Context: an optimization exercise on an open-source flow, tuned for small area, a short achievable clock period and few clock cycles. The choices shown serve that exercise and are no tape-out recipe.
Function was not checked in any run shown here: the RTL went through the layout flow alone.

## flow/design.v (module list and top-level ports; edited modules follow where they fit)
// module segment_convex_polygon_hit: 811 lines
module segment_convex_polygon_hit #(
	parameter int MAX_VERTICES = scph_pkg::MAX_VERTICES_DEF
) (
	input  logic                          clk,
	input  logic                          arst_n,
	input  logic                          req_valid,
	output logic                          req_stall,
	input  scph_pkg::req_t                req,
	output logic                          rsp_valid,
	input  logic                          rsp_stall,
	output scph_pkg::rsp_t                rsp,
	input  logic                          cfg_valid,
	output logic                          cfg_ready,
	input  logic [scph_pkg::CFG_BITS-1:0] cfg_data
);
  // ...
==> flow/run.sh <==
#!/bin/bash
# synth_recipe.tcl (not shown) runs the flow's synth.tcl, then flattens the netlist and writes it again
# the make line also repeats each setting of config.mk as NAME=value (left out here)
make -C /OpenROAD-flow-scripts/flow DESIGN_CONFIG=/design/flow/config.mk WORK_HOME=/design/flow/orfs CLKGATE_MAP_FILE= SYNTH_SCRIPT=/design/flow/synth_recipe.tcl finish
==> flow/config.mk <==
export PLATFORM = sky130hd
export DESIGN_NAME = segment_convex_polygon_hit
export DESIGN_NICKNAME = segment_convex_polygon_hit
export VERILOG_FILES = /design/flow/design.v
export SDC_FILE = /design/flow/constraint.sdc
export NUM_CORES = 4
export LEC_CHECK = 0
export CAP_MARGIN = 20
export CORE_MARGIN = 2
export CORE_UTILIZATION = 40
export SETUP_SLACK_MARGIN = 3.0
export SLEW_MARGIN = 20
==> flow/constraint.sdc <==
create_clock -name core_clock -period 7.5 [get_ports {clk}]
set_input_delay 1.5000 -clock core_clock [delete_from_list [all_inputs] [get_ports {clk}]]
set_output_delay 1.5000 -clock core_clock [all_outputs]
set_load 0.01 [all_outputs]
==> results.yml, run 1 <==
placement:
  dp.cells: 15050
  dpl.hpwl_um: 292100
layout:
  final_cell_area_mm2: 0.1418
  fillers: 26100
  inv_count: 2058
global_route:
  grt_util_all_layers_pct: 26.58
  gr-total-overflow: 0
  antenna_found_initial: 34
clocking:
  clk_pin_slew_worst_paths_ps: 60
critical_path:
  cp_slowest_cell: "fa_1"
  cp.buffers_inverters: 7
run_status:
  status: "no timing/DRC/antenna violations"
worst_hold_path:
  hp-class: "flop to flop"
  hp-start: "c2_av"
timing:
  setup_viol: 0
  relSlewSlack_pct: 15.15
logic_synthesis:
  synth_common_cells: "2045 x inv_1, 1145 x fa_1, 969 x ha_1"
  yosys-mux-area-fraction_pct: 3.997
  syn_area_per_cell_um2: 10.12
detailed_routing:
  ant_nets: 0
  dr.max_layer_used: "met5"
floorplan:
  core-area_mm2: 0.2941
==> run 2: changes to the inputs <==
--- a/flow/design.v
+++ b/flow/design.v
@@ -167,18 +167,18 @@
 		end
 		if (f_v && f_q && f_first) begin
 			h_x <= fe_x;
 			h_y <= fe_y;
 			mdx <= dx_q;
 			mdy <= dy_q;
 		end
 	end
-	logic [SB-2:0] m_sA0, m_sA1, m_sB0, m_sB1;
-	logic [UB-1:0] m_uE0, m_uE1, m_uO0, m_uO1;
+	logic [SB-2:0] m_sA0, m_sA1, m_sA2, m_sB0, m_sB1, m_sB2;
+	logic [UB-1:0] m_uE0, m_uE1, m_uE2, m_uO0, m_uO1, m_uO2;
 	logic sAb_o0, sAb_t0, sAb_n0, sAb_o1, sAb_t1, sAb_n1, sAb_o2, sAb_t2, sAb_n2, sAb_o3, sAb_t3, sAb_n3, sAb_o4, sAb_t4, sAb_n4, sAb_o5, sAb_t5, sAb_n5, sAb_o6, sAb_t6, sAb_n6, sAb_o7, sAb_t7, sAb_n7, sAb_o8, sAb_t8, sAb_n8;
 	assign sAb_o0 = bA_y[0] ^ 1'b0;
 	assign sAb_t0 = (bA_y[1] & !bA_y[0] & !1'b0) | (!bA_y[1] & bA_y[0] & 1'b0);
 	assign sAb_n0 = bA_y[1];
 	assign sAb_o1 = bA_y[2] ^ bA_y[1];
 	assign sAb_t1 = (bA_y[3] & !bA_y[2] & !bA_y[1]) | (!bA_y[3] & bA_y[2] & bA_y[1]);
 	assign sAb_n1 = bA_y[3];
 	assign sAb_o2 = bA_y[4] ^ bA_y[3];
@@ -245,17 +245,17 @@
 	assign sAd_n1 = brow(bA_x, sAa_o1, sAa_t1, sAa_n1);
 	assign sAd_n2 = brow(bA_x, sAa_o2, sAa_t2, sAa_n2);
 	assign sAd_n3 = brow(bA_x, sAa_o3, sAa_t3, sAa_n3);
 	assign sAd_n4 = brow(bA_x, sAa_o4, sAa_t4, sAa_n4);
 	assign sAd_n5 = brow(bA_x, sAa_o5, sAa_t5, sAa_n5);
 	assign sAd_n6 = brow(bA_x, sAa_o6, sAa_t6, sAa_n6);
 	assign sAd_n7 = brow(bA_x, sAa_o7, sAa_t7, sAa_n7);
 	assign sAd_n8 = brow(bA_x, sAa_o8, sAa_t8, sAa_n8);
-	logic [34:0] sAd_t_l1_0, sAd_t_l1_1, sAd_t_l1_2, sAd_t_l1_3, sAd_t_l1_4, sAd_t_l1_5, sAd_t_l1_6, sAd_t_l1_7, sAd_t_l1_8, sAd_t_l1_9, sAd_t_l1_10, sAd_t_l1_11, sAd_t_l2_0, sAd_t_l2_1, sAd_t_l2_2, sAd_t_l2_3, sAd_t_l2_4, sAd_t_l2_5, sAd_t_l2_6, sAd_t_l2_7, sAd_t_l3_0, sAd_t_l3_1, sAd_t_l3_2, sAd_t_l3_3, sAd_t_l3_4, sAd_t_l3_5, sAd_t_l4_0, sAd_t_l4_1, sAd_t_l4_2, sAd_t_l4_3, sAd_t_l5_0, sAd_t_l5_1, sAd_t_l6_0, sAd_t_l6_1;
+	logic [34:0] sAd_t_l1_0, sAd_t_l1_1, sAd_t_l1_2, sAd_t_l1_3, sAd_t_l1_4, sAd_t_l1_5, sAd_t_l1_6, sAd_t_l1_7, sAd_t_l1_8, sAd_t_l1_9, sAd_t_l1_10, sAd_t_l1_11, sAd_t_l2_0, sAd_t_l2_1, sAd_t_l2_2, sAd_t_l2_3, sAd_t_l2_4, sAd_t_l2_5, sAd_t_l2_6, sAd_t_l2_7, sAd_t_l3_0, sAd_t_l3_1, sAd_t_l3_2, sAd_t_l3_3, sAd_t_l3_4, sAd_t_l3_5, sAd_t_l4_0, sAd_t_l4_1, sAd_t_l4_2, sAd_t_l4_3, sAd_t_l5_0, sAd_t_l5_1;
 	assign sAd_t_l1_0 = (35'(sAd_p0) << 0) ^ ((35'(sAd_p1) << 2) | (35'(sAb_n0) << 0)) ^ ((35'(sAd_p2) << 4) | (35'(sAb_n1) << 2));
 	assign sAd_t_l1_1 = (((35'(sAd_p0) << 0) & ((35'(sAd_p1) << 2) | (35'(sAb_n0) << 0))) | ((35'(sAd_p0) << 0) & ((35'(sAd_p2) << 4) | (35'(sAb_n1) << 2))) | (((35'(sAd_p1) << 2) | (35'(sAb_n0) << 0)) & ((35'(sAd_p2) << 4) | (35'(sAb_n1) << 2)))) << 1;
 	assign sAd_t_l1_2 = ((35'(sAd_p3) << 6) | (35'(sAb_n2) << 4)) ^ ((35'(sAd_p4) << 8) | (35'(sAb_n3) << 6)) ^ ((35'(sAd_p5) << 10) | (35'(sAb_n4) << 8));
 	assign sAd_t_l1_3 = ((((35'(sAd_p3) << 6) | (35'(sAb_n2) << 4)) & ((35'(sAd_p4) << 8) | (35'(sAb_n3) << 6))) | (((35'(sAd_p3) << 6) | (35'(sAb_n2) << 4)) & ((35'(sAd_p5) << 10) | (35'(sAb_n4) << 8))) | (((35'(sAd_p4) << 8) | (35'(sAb_n3) << 6)) & ((35'(sAd_p5) << 10) | (35'(sAb_n4) << 8)))) << 1;
 	assign sAd_t_l1_4 = ((35'(sAd_p6) << 12) | (35'(sAb_n5) << 10)) ^ ((35'(sAd_p7) << 14) | (35'(sAb_n6) << 12)) ^ ((35'(sAd_p8) << 16) | (35'(sAb_n7) << 14));
 	assign sAd_t_l1_5 = ((((35'(sAd_p6) << 12) | (35'(sAb_n5) << 10)) & ((35'(sAd_p7) << 14) | (35'(sAb_n6) << 12))) | (((35'(sAd_p6) << 12) | (35'(sAb_n5) << 10)) & ((35'(sAd_p8) << 16) | (35'(sAb_n7) << 14))) | (((35'(sAd_p7) << 14) | (35'(sAb_n6) << 12)) & ((35'(sAd_p8) << 16) | (35'(sAb_n7) << 14)))) << 1;
 	assign sAd_t_l1_6 = (35'(sAd_n0) << 0) ^ ((35'(sAd_n1) << 2) | (35'(sAa_n0) << 0)) ^ ((35'(sAd_n2) << 4) | (35'(sAa_n1) << 2));
 	assign sAd_t_l1_7 = (((35'(sAd_n0) << 0) & ((35'(sAd_n1) << 2) | (35'(sAa_n0) << 0))) | ((35'(sAd_n0) << 0) & ((35'(sAd_n2) << 4) | (35'(sAa_n1) << 2))) | (((35'(sAd_n1) << 2) | (35'(sAa_n0) << 0)) & ((35'(sAd_n2) << 4) | (35'(sAa_n1) << 2)))) << 1;
@@ -278,20 +278,19 @@
 	assign sAd_t_l3_4 = sAd_t_l2_6 ^ sAd_t_l2_7 ^ (35'h2aaac0000 | (35'(sAb_n8 ^ sAa_n8) << 16) | (35'(sAb_n8 & sAa_n8) << 17));
 	assign sAd_t_l3_5 = ((sAd_t_l2_6 & sAd_t_l2_7) | (sAd_t_l2_6 & (35'h2aaac0000 | (35'(sAb_n8 ^ sAa_n8) << 16) | (35'(sAb_n8 & sAa_n8) << 17))) | (sAd_t_l2_7 & (35'h2aaac0000 | (35'(sAb_n8 ^ sAa_n8) << 16) | (35'(sAb_n8 & sAa_n8) << 17)))) << 1;
 	assign sAd_t_l4_0 = sAd_t_l3_0 ^ sAd_t_l3_1 ^ sAd_t_l3_2;
 	assign sAd_t_l4_1 = ((sAd_t_l3_0 & sAd_t_l3_1) | (sAd_t_l3_0 & sAd_t_l3_2) | (sAd_t_l3_1 & sAd_t_l3_2)) << 1;
 	assign sAd_t_l4_2 = sAd_t_l3_3 ^ sAd_t_l3_4 ^ sAd_t_l3_5;
 	assign sAd_t_l4_3 = ((sAd_t_l3_3 & sAd_t_l3_4) | (sAd_t_l3_3 & sAd_t_l3_5) | (sAd_t_l3_4 & sAd_t_l3_5)) << 1;
 	assign sAd_t_l5_0 = sAd_t_l4_0 ^ sAd_t_l4_1 ^ sAd_t_l4_2;
 	assign sAd_t_l5_1 = ((sAd_t_l4_0 & sAd_t_l4_1) | (sAd_t_l4_0 & sAd_t_l4_2) | (sAd_t_l4_1 & sAd_t_l4_2)) << 1;
-	assign sAd_t_l6_0 = sAd_t_l5_0 ^ sAd_t_l5_1 ^ sAd_t_l4_3;
-	assign sAd_t_l6_1 = ((sAd_t_l5_0 & sAd_t_l5_1) | (sAd_t_l5_0 & sAd_t_l4_3) | (sAd_t_l5_1 & sAd_t_l4_3)) << 1;
-	assign m_sA0 = sAd_t_l6_0;
-	assign m_sA1 = sAd_t_l6_1;
+	assign m_sA0 = sAd_t_l5_0;
+	assign m_sA1 = sAd_t_l5_1;
+	assign m_sA2 = sAd_t_l4_3;
 	logic sBb_o0, sBb_t0, sBb_n0, sBb_o1, sBb_t1, sBb_n1, sBb_o2, sBb_t2, sBb_n2, sBb_o3, sBb_t3, sBb_n3, sBb_o4, sBb_t4, sBb_n4, sBb_o5, sBb_t5, sBb_n5, sBb_o6, sBb_t6, sBb_n6, sBb_o7, sBb_t7, sBb_n7, sBb_o8, sBb_t8, sBb_n8;
 	assign sBb_o0 = bB_y[0] ^ 1'b0;
 	assign sBb_t0 = (bB_y[1] & !bB_y[0] & !1'b0) | (!bB_y[1] & bB_y[0] & 1'b0);
 	assign sBb_n0 = bB_y[1];
 	assign sBb_o1 = bB_y[2] ^ bB_y[1];
 	assign sBb_t1 = (bB_y[3] & !bB_y[2] & !bB_y[1]) | (!bB_y[3] & bB_y[2] & bB_y[1]);
 	assign sBb_n1 = bB_y[3];
 	assign sBb_o2 = bB_y[4] ^ bB_y[3];
@@ -358,17 +357,17 @@
 	assign sBd_n1 = brow(bB_x, sBa_o1, sBa_t1, sBa_n1);
 	assign sBd_n2 = brow(bB_x, sBa_o2, sBa_t2, sBa_n2);
 	assign sBd_n3 = brow(bB_x, sBa_o3, sBa_t3, sBa_n3);
 	assign sBd_n4 = brow(bB_x, sBa_o4, sBa_t4, sBa_n4);
 	assign sBd_n5 = brow(bB_x, sBa_o5, sBa_t5, sBa_n5);
 	assign sBd_n6 = brow(bB_x, sBa_o6, sBa_t6, sBa_n6);
 	assign sBd_n7 = brow(bB_x, sBa_o7, sBa_t7, sBa_n7);
 	assign sBd_n8 = brow(bB_x, sBa_o8, sBa_t8, sBa_n8);
-	logic [34:0] sBd_t_l1_0, sBd_t_l1_1, sBd_t_l1_2, sBd_t_l1_3, sBd_t_l1_4, sBd_t_l1_5, sBd_t_l1_6, sBd_t_l1_7, sBd_t_l1_8, sBd_t_l1_9, sBd_t_l1_10, sBd_t_l1_11, sBd_t_l2_0, sBd_t_l2_1, sBd_t_l2_2, sBd_t_l2_3, sBd_t_l2_4, sBd_t_l2_5, sBd_t_l2_6, sBd_t_l2_7, sBd_t_l3_0, sBd_t_l3_1, sBd_t_l3_2, sBd_t_l3_3, sBd_t_l3_4, sBd_t_l3_5, sBd_t_l4_0, sBd_t_l4_1, sBd_t_l4_2, sBd_t_l4_3, sBd_t_l5_0, sBd_t_l5_1, sBd_t_l6_0, sBd_t_l6_1;
+	logic [34:0] sBd_t_l1_0, sBd_t_l1_1, sBd_t_l1_2, sBd_t_l1_3, sBd_t_l1_4, sBd_t_l1_5, sBd_t_l1_6, sBd_t_l1_7, sBd_t_l1_8, sBd_t_l1_9, sBd_t_l1_10, sBd_t_l1_11, sBd_t_l2_0, sBd_t_l2_1, sBd_t_l2_2, sBd_t_l2_3, sBd_t_l2_4, sBd_t_l2_5, sBd_t_l2_6, sBd_t_l2_7, sBd_t_l3_0, sBd_t_l3_1, sBd_t_l3_2, sBd_t_l3_3, sBd_t_l3_4, sBd_t_l3_5, sBd_t_l4_0, sBd_t_l4_1, sBd_t_l4_2, sBd_t_l4_3, sBd_t_l5_0, sBd_t_l5_1;
 	assign sBd_t_l1_0 = (35'(sBd_p0) << 0) ^ ((35'(sBd_p1) << 2) | (35'(sBb_n0) << 0)) ^ ((35'(sBd_p2) << 4) | (35'(sBb_n1) << 2));
 	assign sBd_t_l1_1 = (((35'(sBd_p0) << 0) & ((35'(sBd_p1) << 2) | (35'(sBb_n0) << 0))) | ((35'(sBd_p0) << 0) & ((35'(sBd_p2) << 4) | (35'(sBb_n1) << 2))) | (((35'(sBd_p1) << 2) | (35'(sBb_n0) << 0)) & ((35'(sBd_p2) << 4) | (35'(sBb_n1) << 2)))) << 1;
 	assign sBd_t_l1_2 = ((35'(sBd_p3) << 6) | (35'(sBb_n2) << 4)) ^ ((35'(sBd_p4) << 8) | (35'(sBb_n3) << 6)) ^ ((35'(sBd_p5) << 10) | (35'(sBb_n4) << 8));
 	assign sBd_t_l1_3 = ((((35'(sBd_p3) << 6) | (35'(sBb_n2) << 4)) & ((35'(sBd_p4) << 8) | (35'(sBb_n3) << 6))) | (((35'(sBd_p3) << 6) | (35'(sBb_n2) << 4)) & ((35'(sBd_p5) << 10) | (35'(sBb_n4) << 8))) | (((35'(sBd_p4) << 8) | (35'(sBb_n3) << 6)) & ((35'(sBd_p5) << 10) | (35'(sBb_n4) << 8)))) << 1;
 	assign sBd_t_l1_4 = ((35'(sBd_p6) << 12) | (35'(sBb_n5) << 10)) ^ ((35'(sBd_p7) << 14) | (35'(sBb_n6) << 12)) ^ ((35'(sBd_p8) << 16) | (35'(sBb_n7) << 14));
 	assign sBd_t_l1_5 = ((((35'(sBd_p6) << 12) | (35'(sBb_n5) << 10)) & ((35'(sBd_p7) << 14) | (35'(sBb_n6) << 12))) | (((35'(sBd_p6) << 12) | (35'(sBb_n5) << 10)) & ((35'(sBd_p8) << 16) | (35'(sBb_n7) << 14))) | (((35'(sBd_p7) << 14) | (35'(sBb_n6) << 12)) & ((35'(sBd_p8) << 16) | (35'(sBb_n7) << 14)))) << 1;
 	assign sBd_t_l1_6 = (35'(sBd_n0) << 0) ^ ((35'(sBd_n1) << 2) | (35'(sBa_n0) << 0)) ^ ((35'(sBd_n2) << 4) | (35'(sBa_n1) << 2));
 	assign sBd_t_l1_7 = (((35'(sBd_n0) << 0) & ((35'(sBd_n1) << 2) | (35'(sBa_n0) << 0))) | ((35'(sBd_n0) << 0) & ((35'(sBd_n2) << 4) | (35'(sBa_n1) << 2))) | (((35'(sBd_n1) << 2) | (35'(sBa_n0) << 0)) & ((35'(sBd_n2) << 4) | (35'(sBa_n1) << 2)))) << 1;
@@ -391,20 +390,19 @@
 	assign sBd_t_l3_4 = sBd_t_l2_6 ^ sBd_t_l2_7 ^ (35'h2aaac0000 | (35'(sBb_n8 ^ sBa_n8) << 16) | (35'(sBb_n8 & sBa_n8) << 17));
 	assign sBd_t_l3_5 = ((sBd_t_l2_6 & sBd_t_l2_7) | (sBd_t_l2_6 & (35'h2aaac0000 | (35'(sBb_n8 ^ sBa_n8) << 16) | (35'(sBb_n8 & sBa_n8) << 17))) | (sBd_t_l2_7 & (35'h2aaac0000 | (35'(sBb_n8 ^ sBa_n8) << 16) | (35'(sBb_n8 & sBa_n8) << 17)))) << 1;
 	assign sBd_t_l4_0 = sBd_t_l3_0 ^ sBd_t_l3_1 ^ sBd_t_l3_2;
 	assign sBd_t_l4_1 = ((sBd_t_l3_0 & sBd_t_l3_1) | (sBd_t_l3_0 & sBd_t_l3_2) | (sBd_t_l3_1 & sBd_t_l3_2)) << 1;
 	assign sBd_t_l4_2 = sBd_t_l3_3 ^ sBd_t_l3_4 ^ sBd_t_l3_5;
 	assign sBd_t_l4_3 = ((sBd_t_l3_3 & sBd_t_l3_4) | (sBd_t_l3_3 & sBd_t_l3_5) | (sBd_t_l3_4 & sBd_t_l3_5)) << 1;
 	assign sBd_t_l5_0 = sBd_t_l4_0 ^ sBd_t_l4_1 ^ sBd_t_l4_2;
 	assign sBd_t_l5_1 = ((sBd_t_l4_0 & sBd_t_l4_1) | (sBd_t_l4_0 & sBd_t_l4_2) | (sBd_t_l4_1 & sBd_t_l4_2)) << 1;
-	assign sBd_t_l6_0 = sBd_t_l5_0 ^ sBd_t_l5_1 ^ sBd_t_l4_3;
-	assign sBd_t_l6_1 = ((sBd_t_l5_0 & sBd_t_l5_1) | (sBd_t_l5_0 & sBd_t_l4_3) | (sBd_t_l5_1 & sBd_t_l4_3)) << 1;
-	assign m_sB0 = sBd_t_l6_0;
-	assign m_sB1 = sBd_t_l6_1;
+	assign m_sB0 = sBd_t_l5_0;
+	assign m_sB1 = sBd_t_l5_1;
+	assign m_sB2 = sBd_t_l4_3;
 	logic uEx_o0, uEx_t0, uEx_n0, uEx_o1, uEx_t1, uEx_n1, uEx_o2, uEx_t2, uEx_n2, uEx_o3, uEx_t3, uEx_n3, uEx_o4, uEx_t4, uEx_n4, uEx_o5, uEx_t5, uEx_n5, uEx_o6, uEx_t6, uEx_n6, uEx_o7, uEx_t7, uEx_n7;
 	assign uEx_o0 = mdx[0] ^ 1'b0;
 	assign uEx_t0 = (mdx[1] & !mdx[0] & !1'b0) | (!mdx[1] & mdx[0] & 1'b0);
 	assign uEx_n0 = mdx[1];
 	assign uEx_o1 = mdx[2] ^ mdx[1];
 	assign uEx_t1 = (mdx[3] & !mdx[2] & !mdx[1]) | (!mdx[3] & mdx[2] & mdx[1]);
 	assign uEx_n1 = mdx[3];
 	assign uEx_o2 = mdx[4] ^ mdx[3];
@@ -463,17 +461,17 @@
 	assign uEd_n0 = brow(me_x, uEy_o0, uEy_t0, uEy_n0);
 	assign uEd_n1 = brow(me_x, uEy_o1, uEy_t1, uEy_n1);
 	assign uEd_n2 = brow(me_x, uEy_o2, uEy_t2, uEy_n2);
 	assign uEd_n3 = brow(me_x, uEy_o3, uEy_t3, uEy_n3);
 	assign uEd_n4 = brow(me_x, uEy_o4, uEy_t4, uEy_n4);
 	assign uEd_n5 = brow(me_x, uEy_o5, uEy_t5, uEy_n5);
 	assign uEd_n6 = brow(me_x, uEy_o6, uEy_t6, uEy_n6);
 	assign uEd_n7 = brow(me_x, uEy_o7, uEy_t7, uEy_n7);
-	logic [32:0] uEd_t_l1_0, uEd_t_l1_1, uEd_t_l1_2, uEd_t_l1_3, uEd_t_l1_4, uEd_t_l1_5, uEd_t_l1_6, uEd_t_l1_7, uEd_t_l1_8, uEd_t_l1_9, uEd_t_l2_0, uEd_t_l2_1, uEd_t_l2_2, uEd_t_l2_3, uEd_t_l2_4, uEd_t_l2_5, uEd_t_l2_6, uEd_t_l2_7, uEd_t_l3_0, uEd_t_l3_1, uEd_t_l3_2, uEd_t_l3_3, uEd_t_l4_0, uEd_t_l4_1, uEd_t_l4_2, uEd_t_l4_3, uEd_t_l5_0, uEd_t_l5_1, uEd_t_l6_0, uEd_t_l6_1;
+	logic [32:0] uEd_t_l1_0, uEd_t_l1_1, uEd_t_l1_2, uEd_t_l1_3, uEd_t_l1_4, uEd_t_l1_5, uEd_t_l1_6, uEd_t_l1_7, uEd_t_l1_8, uEd_t_l1_9, uEd_t_l2_0, uEd_t_l2_1, uEd_t_l2_2, uEd_t_l2_3, uEd_t_l2_4, uEd_t_l2_5, uEd_t_l2_6, uEd_t_l2_7, uEd_t_l3_0, uEd_t_l3_1, uEd_t_l3_2, uEd_t_l3_3, uEd_t_l4_0, uEd_t_l4_1, uEd_t_l4_2, uEd_t_l4_3, uEd_t_l5_0, uEd_t_l5_1;
 	assign uEd_t_l1_0 = (33'(uEd_p0) << 0) ^ ((33'(uEd_p1) << 2) | (33'(uEx_n0) << 0)) ^ ((33'(uEd_p2) << 4) | (33'(uEx_n1) << 2));
 	assign uEd_t_l1_1 = (((33'(uEd_p0) << 0) & ((33'(uEd_p1) << 2) | (33'(uEx_n0) << 0))) | ((33'(uEd_p0) << 0) & ((33'(uEd_p2) << 4) | (33'(uEx_n1) << 2))) | (((33'(uEd_p1) << 2) | (33'(uEx_n0) << 0)) & ((33'(uEd_p2) << 4) | (33'(uEx_n1) << 2)))) << 1;
 	assign uEd_t_l1_2 = ((33'(uEd_p3) << 6) | (33'(uEx_n2) << 4)) ^ ((33'(uEd_p4) << 8) | (33'(uEx_n3) << 6)) ^ ((33'(uEd_p5) << 10) | (33'(uEx_n4) << 8));
 	assign uEd_t_l1_3 = ((((33'(uEd_p3) << 6) | (33'(uEx_n2) << 4)) & ((33'(uEd_p4) << 8) | (33'(uEx_n3) << 6))) | (((33'(uEd_p3) << 6) | (33'(uEx_n2) << 4)) & ((33'(uEd_p5) << 10) | (33'(uEx_n4) << 8))) | (((33'(uEd_p4) << 8) | (33'(uEx_n3) << 6)) & ((33'(uEd_p5) << 10) | (33'(uEx_n4) << 8)))) << 1;
 	assign uEd_t_l1_4 = ((33'(uEd_p6) << 12) | (33'(uEx_n5) << 10)) ^ ((33'(uEd_p7) << 14) | (33'(uEx_n6) << 12)) ^ (33'(uEd_n0) << 0);
 	assign uEd_t_l1_5 = ((((33'(uEd_p6) << 12) | (33'(uEx_n5) << 10)) & ((33'(uEd_p7) << 14) | (33'(uEx_n6) << 12))) | (((33'(uEd_p6) << 12) | (33'(uEx_n5) << 10)) & (33'(uEd_n0) << 0)) | (((33'(uEd_p7) << 14) | (33'(uEx_n6) << 12)) & (33'(uEd_n0) << 0))) << 1;
 	assign uEd_t_l1_6 = ((33'(uEd_n1) << 2) | (33'(uEy_n0) << 0)) ^ ((33'(uEd_n2) << 4) | (33'(uEy_n1) << 2)) ^ ((33'(uEd_n3) << 6) | (33'(uEy_n2) << 4));
 	assign uEd_t_l1_7 = ((((33'(uEd_n1) << 2) | (33'(uEy_n0) << 0)) & ((33'(uEd_n2) << 4) | (33'(uEy_n1) << 2))) | (((33'(uEd_n1) << 2) | (33'(uEy_n0) << 0)) & ((33'(uEd_n3) << 6) | (33'(uEy_n2) << 4))) | (((33'(uEd_n2) << 4) | (33'(uEy_n1) << 2)) & ((33'(uEd_n3) << 6) | (33'(uEy_n2) << 4)))) << 1;
@@ -492,20 +490,19 @@
 	assign uEd_t_l3_2 = uEd_t_l2_3 ^ uEd_t_l2_4 ^ uEd_t_l2_5;
 	assign uEd_t_l3_3 = ((uEd_t_l2_3 & uEd_t_l2_4) | (uEd_t_l2_3 & uEd_t_l2_5) | (uEd_t_l2_4 & uEd_t_l2_5)) << 1;
 	assign uEd_t_l4_0 = uEd_t_l3_0 ^ uEd_t_l3_1 ^ uEd_t_l3_2;
 	assign uEd_t_l4_1 = ((uEd_t_l3_0 & uEd_t_l3_1) | (uEd_t_l3_0 & uEd_t_l3_2) | (uEd_t_l3_1 & uEd_t_l3_2)) << 1;
 	assign uEd_t_l4_2 = uEd_t_l3_3 ^ uEd_t_l2_6 ^ uEd_t_l2_7;
 	assign uEd_t_l4_3 = ((uEd_t_l3_3 & uEd_t_l2_6) | (uEd_t_l3_3 & uEd_t_l2_7) | (uEd_t_l2_6 & uEd_t_l2_7)) << 1;
 	assign uEd_t_l5_0 = uEd_t_l4_0 ^ uEd_t_l4_1 ^ uEd_t_l4_2;
 	assign uEd_t_l5_1 = ((uEd_t_l4_0 & uEd_t_l4_1) | (uEd_t_l4_0 & uEd_t_l4_2) | (uEd_t_l4_1 & uEd_t_l4_2)) << 1;
-	assign uEd_t_l6_0 = uEd_t_l5_0 ^ uEd_t_l5_1 ^ uEd_t_l4_3;
-	assign uEd_t_l6_1 = ((uEd_t_l5_0 & uEd_t_l5_1) | (uEd_t_l5_0 & uEd_t_l4_3) | (uEd_t_l5_1 & uEd_t_l4_3)) << 1;
-	assign m_uE0 = uEd_t_l6_0;
-	assign m_uE1 = uEd_t_l6_1;
+	assign m_uE0 = uEd_t_l5_0;
+	assign m_uE1 = uEd_t_l5_1;
+	assign m_uE2 = uEd_t_l4_3;
 	logic uOx_o0, uOx_t0, uOx_n0, uOx_o1, uOx_t1, uOx_n1, uOx_o2, uOx_t2, uOx_n2, uOx_o3, uOx_t3, uOx_n3, uOx_o4, uOx_t4, uOx_n4, uOx_o5, uOx_t5, uOx_n5, uOx_o6, uOx_t6, uOx_n6, uOx_o7, uOx_t7, uOx_n7;
 	assign uOx_o0 = mdx[0] ^ 1'b0;
 	assign uOx_t0 = (mdx[1] & !mdx[0] & !1'b0) | (!mdx[1] & mdx[0] & 1'b0);
 	assign uOx_n0 = mdx[1];
 	assign uOx_o1 = mdx[2] ^ mdx[1];
 	assign uOx_t1 = (mdx[3] & !mdx[2] & !mdx[1]) | (!mdx[3] & mdx[2] & mdx[1]);
 	assign uOx_n1 = mdx[3];
 	assign uOx_o2 = mdx[4] ^ mdx[3];
@@ -564,17 +561,17 @@
 	assign uOd_n0 = brow(mo_x, uOy_o0, uOy_t0, uOy_n0);
 	assign uOd_n1 = brow(mo_x, uOy_o1, uOy_t1, uOy_n1);
 	assign uOd_n2 = brow(mo_x, uOy_o2, uOy_t2, uOy_n2);
 	assign uOd_n3 = brow(mo_x, uOy_o3, uOy_t3, uOy_n3);
 	assign uOd_n4 = brow(mo_x, uOy_o4, uOy_t4, uOy_n4);
 	assign uOd_n5 = brow(mo_x, uOy_o5, uOy_t5, uOy_n5);
 	assign uOd_n6 = brow(mo_x, uOy_o6, uOy_t6, uOy_n6);
 	assign uOd_n7 = brow(mo_x, uOy_o7, uOy_t7, uOy_n7);
-	logic [32:0] uOd_t_l1_0, uOd_t_l1_1, uOd_t_l1_2, uOd_t_l1_3, uOd_t_l1_4, uOd_t_l1_5, uOd_t_l1_6, uOd_t_l1_7, uOd_t_l1_8, uOd_t_l1_9, uOd_t_l2_0, uOd_t_l2_1, uOd_t_l2_2, uOd_t_l2_3, uOd_t_l2_4, uOd_t_l2_5, uOd_t_l2_6, uOd_t_l2_7, uOd_t_l3_0, uOd_t_l3_1, uOd_t_l3_2, uOd_t_l3_3, uOd_t_l4_0, uOd_t_l4_1, uOd_t_l4_2, uOd_t_l4_3, uOd_t_l5_0, uOd_t_l5_1, uOd_t_l6_0, uOd_t_l6_1;
+	logic [32:0] uOd_t_l1_0, uOd_t_l1_1, uOd_t_l1_2, uOd_t_l1_3, uOd_t_l1_4, uOd_t_l1_5, uOd_t_l1_6, uOd_t_l1_7, uOd_t_l1_8, uOd_t_l1_9, uOd_t_l2_0, uOd_t_l2_1, uOd_t_l2_2, uOd_t_l2_3, uOd_t_l2_4, uOd_t_l2_5, uOd_t_l2_6, uOd_t_l2_7, uOd_t_l3_0, uOd_t_l3_1, uOd_t_l3_2, uOd_t_l3_3, uOd_t_l4_0, uOd_t_l4_1, uOd_t_l4_2, uOd_t_l4_3, uOd_t_l5_0, uOd_t_l5_1;
 	assign uOd_t_l1_0 = (33'(uOd_p0) << 0) ^ ((33'(uOd_p1) << 2) | (33'(uOx_n0) << 0)) ^ ((33'(uOd_p2) << 4) | (33'(uOx_n1) << 2));
 	assign uOd_t_l1_1 = (((33'(uOd_p0) << 0) & ((33'(uOd_p1) << 2) | (33'(uOx_n0) << 0))) | ((33'(uOd_p0) << 0) & ((33'(uOd_p2) << 4) | (33'(uOx_n1) << 2))) | (((33'(uOd_p1) << 2) | (33'(uOx_n0) << 0)) & ((33'(uOd_p2) << 4) | (33'(uOx_n1) << 2)))) << 1;
 	assign uOd_t_l1_2 = ((33'(uOd_p3) << 6) | (33'(uOx_n2) << 4)) ^ ((33'(uOd_p4) << 8) | (33'(uOx_n3) << 6)) ^ ((33'(uOd_p5) << 10) | (33'(uOx_n4) << 8));
 	assign uOd_t_l1_3 = ((((33'(uOd_p3) << 6) | (33'(uOx_n2) << 4)) & ((33'(uOd_p4) << 8) | (33'(uOx_n3) << 6))) | (((33'(uOd_p3) << 6) | (33'(uOx_n2) << 4)) & ((33'(uOd_p5) << 10) | (33'(uOx_n4) << 8))) | (((33'(uOd_p4) << 8) | (33'(uOx_n3) << 6)) & ((33'(uOd_p5) << 10) | (33'(uOx_n4) << 8)))) << 1;
 	assign uOd_t_l1_4 = ((33'(uOd_p6) << 12) | (33'(uOx_n5) << 10)) ^ ((33'(uOd_p7) << 14) | (33'(uOx_n6) << 12)) ^ (33'(uOd_n0) << 0);
 	assign uOd_t_l1_5 = ((((33'(uOd_p6) << 12) | (33'(uOx_n5) << 10)) & ((33'(uOd_p7) << 14) | (33'(uOx_n6) << 12))) | (((33'(uOd_p6) << 12) | (33'(uOx_n5) << 10)) & (33'(uOd_n0) << 0)) | (((33'(uOd_p7) << 14) | (33'(uOx_n6) << 12)) & (33'(uOd_n0) << 0))) << 1;
 	assign uOd_t_l1_6 = ((33'(uOd_n1) << 2) | (33'(uOy_n0) << 0)) ^ ((33'(uOd_n2) << 4) | (33'(uOy_n1) << 2)) ^ ((33'(uOd_n3) << 6) | (33'(uOy_n2) << 4));
 	assign uOd_t_l1_7 = ((((33'(uOd_n1) << 2) | (33'(uOy_n0) << 0)) & ((33'(uOd_n2) << 4) | (33'(uOy_n1) << 2))) | (((33'(uOd_n1) << 2) | (33'(uOy_n0) << 0)) & ((33'(uOd_n3) << 6) | (33'(uOy_n2) << 4))) | (((33'(uOd_n2) << 4) | (33'(uOy_n1) << 2)) & ((33'(uOd_n3) << 6) | (33'(uOy_n2) << 4)))) << 1;
@@ -593,59 +590,72 @@
 	assign uOd_t_l3_2 = uOd_t_l2_3 ^ uOd_t_l2_4 ^ uOd_t_l2_5;
 	assign uOd_t_l3_3 = ((uOd_t_l2_3 & uOd_t_l2_4) | (uOd_t_l2_3 & uOd_t_l2_5) | (uOd_t_l2_4 & uOd_t_l2_5)) << 1;
 	assign uOd_t_l4_0 = uOd_t_l3_0 ^ uOd_t_l3_1 ^ uOd_t_l3_2;
 	assign uOd_t_l4_1 = ((uOd_t_l3_0 & uOd_t_l3_1) | (uOd_t_l3_0 & uOd_t_l3_2) | (uOd_t_l3_1 & uOd_t_l3_2)) << 1;
 	assign uOd_t_l4_2 = uOd_t_l3_3 ^ uOd_t_l2_6 ^ uOd_t_l2_7;
 	assign uOd_t_l4_3 = ((uOd_t_l3_3 & uOd_t_l2_6) | (uOd_t_l3_3 & uOd_t_l2_7) | (uOd_t_l2_6 & uOd_t_l2_7)) << 1;
 	assign uOd_t_l5_0 = uOd_t_l4_0 ^ uOd_t_l4_1 ^ uOd_t_l4_2;
 	assign uOd_t_l5_1 = ((uOd_t_l4_0 & uOd_t_l4_1) | (uOd_t_l4_0 & uOd_t_l4_2) | (uOd_t_l4_1 & uOd_t_l4_2)) << 1;
-	assign uOd_t_l6_0 = uOd_t_l5_0 ^ uOd_t_l5_1 ^ uOd_t_l4_3;
-	assign uOd_t_l6_1 = ((uOd_t_l5_0 & uOd_t_l5_1) | (uOd_t_l5_0 & uOd_t_l4_3) | (uOd_t_l5_1 & uOd_t_l4_3)) << 1;
-	assign m_uO0 = uOd_t_l6_0;
-	assign m_uO1 = uOd_t_l6_1;
+	assign m_uO0 = uOd_t_l5_0;
+	assign m_uO1 = uOd_t_l5_1;
+	assign m_uO2 = uOd_t_l4_3;
 	logic                 c1_q, c1_first, c1_av, c1_awrap, c1_bwrap, c1_rv, c1_rq, c1_n3;
-	logic [SB-2:0]        c1_sA0, c1_sA1, c1_sB0, c1_sB1;
-	logic [UB-1:0]        c1_uE0, c1_uE1, c1_uO0, c1_uO1;
+	logic [SB-2:0]        c1_sA0, c1_sA1, c1_sA2, c1_sB0, c1_sB1, c1_sB2;
+	logic [UB-1:0]        c1_uE0, c1_uE1, c1_uE2, c1_uO0, c1_uO1, c1_uO2;
+	logic [SB-2:0]        c1_sAx, c1_sAc, c1_sBx, c1_sBc;
+	logic [UB-1:0]        c1_uEx, c1_uEc, c1_uOx, c1_uOc;
 	logic signed [SB-2:0] c1_sA, c1_sB;
 	logic signed [UB-1:0] c1_uE, c1_uO;
 	always_ff @(posedge clk) begin
 		c1_sA0 <= m_sA0;
 		c1_sA1 <= m_sA1;
+		c1_sA2 <= m_sA2;
 		c1_sB0 <= m_sB0;
 		c1_sB1 <= m_sB1;
+		c1_sB2 <= m_sB2;
 		c1_uE0 <= m_uE0;
 		c1_uE1 <= m_uE1;
+		c1_uE2 <= m_uE2;
 		c1_uO0 <= m_uO0;
 		c1_uO1 <= m_uO1;
+		c1_uO2 <= m_uO2;
 	end
-	assign c1_sA = c1_sA0 + c1_sA1;
-	assign c1_sB = c1_sB0 + c1_sB1;
-	assign c1_uE = c1_uE0 + c1_uE1;
-	assign c1_uO = c1_uO0 + c1_uO1;
+	assign c1_sAx = c1_sA0 ^ c1_sA1 ^ c1_sA2;
+	assign c1_sAc = ((c1_sA0 & c1_sA1) | (c1_sA0 & c1_sA2) | (c1_sA1 & c1_sA2)) << 1;
+	assign c1_sBx = c1_sB0 ^ c1_sB1 ^ c1_sB2;
+	assign c1_sBc = ((c1_sB0 & c1_sB1) | (c1_sB0 & c1_sB2) | (c1_sB1 & c1_sB2)) << 1;
+	assign c1_uEx = c1_uE0 ^ c1_uE1 ^ c1_uE2;
+	assign c1_uEc = ((c1_uE0 & c1_uE1) | (c1_uE0 & c1_uE2) | (c1_uE1 & c1_uE2)) << 1;
+	assign c1_uOx = c1_uO0 ^ c1_uO1 ^ c1_uO2;
+	assign c1_uOc = ((c1_uO0 & c1_uO1) | (c1_uO0 & c1_uO2) | (c1_uO1 & c1_uO2)) << 1;
+	assign c1_sA  = c1_sAx + c1_sAc;
+	assign c1_sB  = c1_sBx + c1_sBc;
+	assign c1_uE  = c1_uEx + c1_uEc;
+	assign c1_uO  = c1_uOx + c1_uOc;
 	logic                 c2_q, c2_first, c2_av, c2_awrap, c2_bwrap, c2_rv, c2_rq, c2_n3;
 	logic signed [SB-2:0] c2_sA, c2_sB;
 	logic signed [UB-1:0] c2_uE, c2_uO, c2_uOp, c2_uH;
 	logic                 c2_sAneg, c2_sAzero, c2_sBneg, c2_sBzero;
 	logic                 c2_uEneg, c2_uEzero, c2_uOneg, c2_uOzero;
 	logic                 c2_uOpneg, c2_uOpzero, c2_uHneg, c2_uHzero;
 	logic                 out_o_q, out_e_q, hit_q;
 	always_ff @(posedge clk) begin
 		c2_sA      <= c1_sA;
 		c2_sB      <= c1_sB;
 		c2_uE      <= c1_uE;
 		c2_uO      <= c1_uO;
 		c2_sAneg   <= c1_sA[SB-2];
-		c2_sAzero  <= cs_zero35(c1_sA0, c1_sA1);
+		c2_sAzero  <= cs_zero35(c1_sAx, c1_sAc);
 		c2_sBneg   <= c1_sB[SB-2];
-		c2_sBzero  <= cs_zero35(c1_sB0, c1_sB1);
+		c2_sBzero  <= cs_zero35(c1_sBx, c1_sBc);
 		c2_uEneg   <= c1_uE[UB-1];
-		c2_uEzero  <= cs_zero33(c1_uE0, c1_uE1);
+		c2_uEzero  <= cs_zero33(c1_uEx, c1_uEc);
 		c2_uOneg   <= c1_uO[UB-1];
-		c2_uOzero  <= cs_zero33(c1_uO0, c1_uO1);
+		c2_uOzero  <= cs_zero33(c1_uOx, c1_uOc);
 		c2_uOp     <= c2_uO;
 		c2_uOpneg  <= c2_uOneg;
 		c2_uOpzero <= c2_uOzero;
 		if (c2_q && c2_first) begin
 			c2_uH     <= c2_uE;
 			c2_uHneg  <= c2_uEneg;
 			c2_uHzero <= c2_uEzero;
 		end
==> flow/config.mk (replaced) <==
export PLATFORM = sky130hd
export DESIGN_NAME = segment_convex_polygon_hit
export DESIGN_NICKNAME = segment_convex_polygon_hit
export VERILOG_FILES = /design/flow/design.v
export SDC_FILE = /design/flow/constraint.sdc
export NUM_CORES = 4
export LEC_CHECK = 0
export CAP_MARGIN = 20
export CORE_MARGIN = 2
export CORE_UTILIZATION = 40
export SETUP_SLACK_MARGIN = 3.7
export SLEW_MARGIN = 20
==> results.yml, run 2 <==
timing:
  hold_viol: 0
  fmax_mhz: 206.8
  fin_skew_ps: 93.99
  setup_viol: 0
  rsz0062_at_grt: "yes"
  min_period_ps: 4836
  fin_crit_sh_pct: 64.48
  tightest_slew_ps: 1176
  drv_slew: 0
  fin_tns_setup_ps: 0
  relSlewSlack_pct: 21.57
layout:
  final_cell_mix: "1601 x inv_1, 868 x xnor2_1, 843 x nor2_1"
  largest-register: "mem"
  final_common_cell: "inv_1"
  final_cell_area_mm2: 0.1468
  nNetsFinal: 14230
  syn2layout_area_growth_pct: 22.94
  largest_register_ff_count: 512
  fillers: 25970
  drive_gt1_share_pct: 25.67
  final_util_pct: 49.43
logic_synthesis:
  yosysWarningCount: 2
  yosysTopAreaCell: "fa_1"
  synth_edf_count: 692
  yosysMostFrequentCell: "inv_1"
  synth-async-reset-ratio_pct: 4.527
  synth.cell_area_mm2: 0.1194
  synth_common_cells: "1923 x inv_1, 1145 x fa_1, 969 x ha_1"
  synth_top_cell_area_share_pct: 19.19
  synth.distinct_cells: 77
  synth-seq-area-share_pct: 30.51
  synth_top_cells_by_area: "fa_1 19%, edfxtp_1 17%, dfxtp_1 12%"
  synth_nets: 13860
  synth_top_flop_cell: "dfxtp_1"
  syn_area_per_cell_um2: 10.24
  synth_seq_cells: 1458
  syn-instance-count: 11660
floorplan:
  initial_core_util_pct: 40.21
  die_w_um: 550.4
  dieHeight_um: 550.4
  fp-row-count: 200
  dieArea_mm2: 0.3030
  ios: 84
  core-area_mm2: 0.2970
clocking:
  worstSkewPairLatency_ps: 900
  root_buffer: "clkbuf_16"
  cts.sink_count: 1458
  clk_pin_slew_worst_paths_ps: 60
  ctsHtreeMaxLevel: 4
  clk_path_buf_depth: 4
  cts_buffers: 169
  cts_tree: "yes"
detailed_routing:
  wl_per_cell_um: 27.39
  dr.max_layer_used: "met5"
  drc: 0
  firstDrtPassIters: 8
  dr_wl_met2_um: 189800
  ant_nets: 0
  drtIter0Drc: 10280
  met3WireLength_um: 52050
  routed_wl_um: 441900
  vias: 90380
  wl_met1_um: 172200
  vias_per_cell: 5.601
critical_path:
  endpoint_kind: "flop"
  required_ps: 8230
  crit_type: "flop to flop"
  crit_arrival_ps: 5570
  crit_fanout: 8
  critPathLaunchType: "flop"
placement:
  dpl.hpwl_um: 295200
  numPortBuffers: 82
  placed_area_mm2: 0.1254
  gp_congestion: 0.9777
global_route:
  grt_max_degree: 67
  grt_pass1_vias: 91710
  antenna_found_initial: 41
  grt_pass1_wl_um: 634800
  gr-total-overflow: 0
  grt_util_all_layers_pct: 28.63
worst_hold_path:
  hp-class: "flop to flop"
run:
  maxCapViolCount: 0
run_status:
  status: "no timing/DRC/antenna violations"
## run 2: kinds of logic (layout without fill, tap and decap cells)
family                   count (synthesis)  in the layout  synth area share, %
AO/OA/AOI/OAI                         1743           1743                10.03
flip-flops                            1458           1458                30.51
other                                    1             31             0.003140
XOR/XNOR                              1472           1472                10.79
adder cells (fa/ha/maj)               2114           2114                29.34
multiplexers                           288            288                3.877
buffers and inverters                 2786           3289                8.761
AND/OR/NAND/NOR                       1801           1803                6.681
## run 2: worst max-delay path, stage by stage, from the launching register on
cell	delay, ps
edfxtp_1	450
buf_6	160
buf_12	130
nand3b_1	100
o21a_1	210
ha_4	240
nor2b_4	230
buf_12	210
buf_12	130
buf_4	100
a22oi_2	80
xor2_2	210
fa_2	470
fa_1	500
inv_2	40
fa_2	530
fa_1	400
inv_1	90
fa_2	430
## run 2: through the flow
stage	instances	hold slack [ps]	worst slack (ps)
2_1_floorplan	11660	328.9	2885
3_3_place_gp	15000	332.0	1878
3_5_place_dp	15000	334.7	1776
4_1_cts	15930	337.6	2752
5_1_grt	16120	344.6	2600
6_report	16140	340.8	2664
## run 2: worst paths after layout
path	startpoint	endpoint	slack, ps	cells past startpoint
min in group asynchronous	arst_n	fifo_v[0]	620	1
hold / removal	c2_uO[24]	c2_uOp[24]	340	0
setup / recovery	mdy[3]	c1_uE0[11]	2660	18
hold reg to reg	c2_uO[24]	c2_uOp[24]	340	0
max in group asynchronous	arst_n	f_k[0]	6300	1
setup reg to reg	mdy[3]	c1_uE0[11]	2660	18
## run 2: final cells by class
cell class              count  area [µm²]  share of cell area [%]
repair buffers           1056       12110                   8.250
flip-flops and latches   1458       36670                   24.98
clock buffers             214        4617                   3.144
inverters                1933        7363                   5.015
diodes                     30       75.07                 0.05113
well taps                3939        4928                   3.357
multi-input cells        7421       80130                   54.57
clock inverters            86       930.9                  0.6340
## run 2: routing by layer
layer / vias up / track usage [%]
met3: 1329 / 8.681
met5: - / 0
li1: 38650 / -
met2: 5317 / 43.02
met1: 45060 / 37.13
met4: 28 / 14.86
## run 2: timing repair
item	4_1_cts	5_1_grt
gates cloned	38	4
pin swaps	589	537
setup endpoints to repair	466	365
hold buffers	0	0
gates resized for setup	1151	646
buffers inserted	595	171

afterwards: timing with drivers on the ports:
In the flow no input, the clock included, has a driving cell. The finished layouts below were timed again as built, in two steps. Step 1: set_driving_cell puts a clkbuf_16 on clk and a buf_2 on each other input, an assumption about the parent block. Step 2 times the ports against the registers' clock, not the clock port: input delays grow and output delays shrink by t, the midpoint of the rising clock arrivals with the driver on. a / b / c = ideal / step 1 / step 2; a / b = the first two.
| run | t (ns) | setup WS [ns] | hold slack, ns | worst setup path after step 2 | cell pins on the clock port's net |
|---|---|---|---|---|---|
| run 1 | 0.924 | 2.261 / 2.261 / 2.261 | 0.345 / 0.345 / 0.345 | register to register | 1 |
| run 2 | 0.951 | 2.664 / 2.664 / 2.664 | 0.341 / 0.341 / 0.341 | register to register | 1 |
After both steps setup and hold are still met in every run listed.
